This design comes from an exercise in tuning for small area and a short achievable clock period on the open sky130 flow, not from production work.
Function was checked by simulation only, so behaviour that the tests miss may differ from the original.
Power and IR drop assume default switching activity.

== build 47 ==
==> flow/design.v (excerpt) <==
module conv_top (
	input  logic    clk,
	input  logic    rst_n,
	input  logic    filter_valid,
	input  logic    image_valid,
	input  conv_pkg::sample_t in_data,
	output logic    out_valid,
	output conv_pkg::result_t out_data
);
Size: roughly 25 I/O pins.
Settings: LEC_CHECK=0, ABC_CLOCK_PERIOD_IN_PS=2050, CAP_MARGIN=20, CORE_MARGIN=2, CORE_UTILIZATION=40, CTS_BUF_LIST=sky130_fd_sc_hd__clkbuf_16, CTS_CLUSTER_DIAMETER=150, CTS_CLUSTER_SIZE=25, SETUP_SLACK_MARGIN=2.65, SLEW_MARGIN=20, SYNTH_HIERARCHICAL=1; clock period 4.5 ns.
run.sh (not shown) runs the stock make flow with config.mk's settings and CLKGATE_MAP_FILE= SYNTH_SCRIPT=/design/flow/synth_recipe.tcl, a recipe that flattens the netlist after the stock synthesis.
Build 47 completed every stage of the flow, and the final layout passed the timing, design-rule and antenna checks.
What build 77 does differently from build 47 at the input level:
Settings: swapping 2.65 for 2.5 in SETUP_SLACK_MARGIN.
Findings:
Between build 77 and build 47, the difference in CTS clock-pin slew for the worst setup and hold paths is negligible. Build 47 -> build 77: number of clock buffer instances in the layout delta 0, exact match. ~same worst hold slack in build 77 and build 47.
What build 68 does differently from build 77 at the input level:
Settings: SETUP_SLACK_MARGIN: 2.5 -> 2.45.
--- outcome ---
- In summary, build 68 completed successfully, with a layout that passed the timing, design-rule and antenna checks.
- Of the two candidates, build 77 has the better setup slack and build 68 the worse one.
- Build 68 against build 77: utilization flat, total of fill cells in the finished design up about 0.7%, data arrival time at the worst-slack endpoint up 0.05 ns, share of power burned in the clock network up 0.3 points, power density normalized to cell area flat.
- Build 68 and build 77 ended up with roughly the same final-layout clock-cell area share.
- Diff build 77..build 68 | number of I/O port buffers | unchanged
- In the reports for build 68 and build 77, the smaller area added between synthesis and finish belongs to build 68.
- In build 68, the total internal power came out 0.53% below the value in build 77.
- Build 68 has minimum clock period after layout above what build 77 had.
- Run comparison: build 68 standard cell with the maximum stage delay on the critical path sky130_fd_sc_hd__fa_1; build 77 standard cell with the maximum stage delay on the critical path sky130_fd_sc_hd__fa_2
> inputs changed (build 68 -> build 63)
Settings: swapping 40 for 50 in CORE_UTILIZATION; swapping 2.45 for 2.55 in SETUP_SLACK_MARGIN.
==> run notes <==
Instance count on the critical path ends up lower on build 63.
The layout cell share with drive strength beyond 1 of build 63 exceeds that of build 68 by 5.6 points.
Taking build 68 as the reference, in build 63 floorplan die width down 22 µm, y dimension of the die down about 10%.
Build 63 has core utilization above what build 68 had.
From build 68 to build 63, total number of H-tree levels did not move at all.
In the tables for build 63 and build 68, total power after layout reads lower with build 68.
NOTE: slew at the pin closest to its max-slew limit in build 63 falls short of that of build 68
Build 63 has setup slack above what build 68 had.
Against build 68, multi-input logic area in build 63 rose slightly.
Input-level comparison between build 74 and build 63:
Settings: CORE_UTILIZATION: 50 -> 30.
Arrival time of data at the critical path endpoint was higher in build 74 than in build 63.
Build 74 vs. build 63: quantity of hold-fixing buffers added after cts neither gained nor lost much, met1 demand-to-capacity share in global routing decreased by 9.5 points relative to the old numbers, number of signal-net buffers in the layout went down by 5, routed wire length went down.

---

== before ==
Another version of the RTL of conv_top (not shown whole).
Size: ~0.017 sq mm of cells after synthesis.
Settings: LEC_CHECK=0, ABC_CLOCK_PERIOD_IN_PS=1700, CAP_MARGIN=20, CORE_MARGIN=2, CORE_UTILIZATION=40, CTS_BUF_LIST=sky130_fd_sc_hd__clkbuf_16, CTS_CLUSTER_DIAMETER=150, CTS_CLUSTER_SIZE=25, SETUP_SLACK_MARGIN=2.45, SLEW_MARGIN=20, SYNTH_HIERARCHICAL=1; clock period 4.5 ns.
before finished all stages; the layout is clean.
[inputs] after vs before
- changing ABC_CLOCK_PERIOD_IN_PS from 1700 to 2050
- changing CTS_CLUSTER_SIZE from 25 to 20
Findings:
Going from before to after, the instance count on the critical path was found to have gone up by 1.
Per the final summary, after finished and its layout is clean on timing, DRC and antenna.
Going from before to after, portion of total power attributed to combinational logic shrinks by 0.4 points.
Est. power | after vs before | after higher
Changes observed in after relative to before: wire length reported by the detailed router went up, detailed-route wire length per cell went up.
u_row_result_store.dl[61] as the start point of the critical path was reported by after, and u_row_result_store.dl[93] by before.

[separate check: timing with driven ports]
The results above use ideal ports. As a check the final layouts listed here were re-extracted and re-timed, cells and wires unchanged. Step 1: set_driving_cell puts a clkbuf_16 on clk and a buf_2 on each other input, an assumption about the parent block. Step 2 times the ports against the registers' clock, not the clock port: input delays grow and output delays shrink by t, the midpoint of the rising clock arrivals with the driver on. Three values: ideal ports, drivers, drivers and shift; two values: the first two.
| run | shift t [ns] | slack for setup (ns) | hold WS [ns] | slew at the worst register clock pin (ns) |
|---|---|---|---|---|
| build 47 | 0.598 | 2.553 / 2.503 / 2.089 | 0.338 / 0.338 / 0.338 | 0.11 / 0.11 |
| build 77 | 0.601 | 2.541 / 2.506 / 1.965 | 0.338 / 0.338 / 0.338 | 0.10 / 0.10 |
| build 68 | 0.603 | 2.484 / 2.436 / 1.911 | 0.338 / 0.338 / 0.338 | 0.11 / 0.11 |
| build 63 | 0.577 | 2.568 / 2.517 / 2.060 | 0.338 / 0.338 / 0.338 | 0.11 / 0.11 |
| build 74 | 0.599 | 2.532 / 2.481 / 2.032 | 0.335 / 0.335 / 0.335 | 0.10 / 0.10 |
| before | 0.579 | 2.487 / 2.441 / 2.110 | 0.338 / 0.338 / 0.338 | 0.10 / 0.10 |
| after | 0.572 | 2.451 / 2.445 / 2.107 | 0.335 / 0.335 / 0.335 | 0.09 / 0.09 |
After both steps every run listed still meets setup and hold. The setup slack of build 77, which loses most, moves by -0.035 ns with the drivers and by -0.576 ns with both steps.
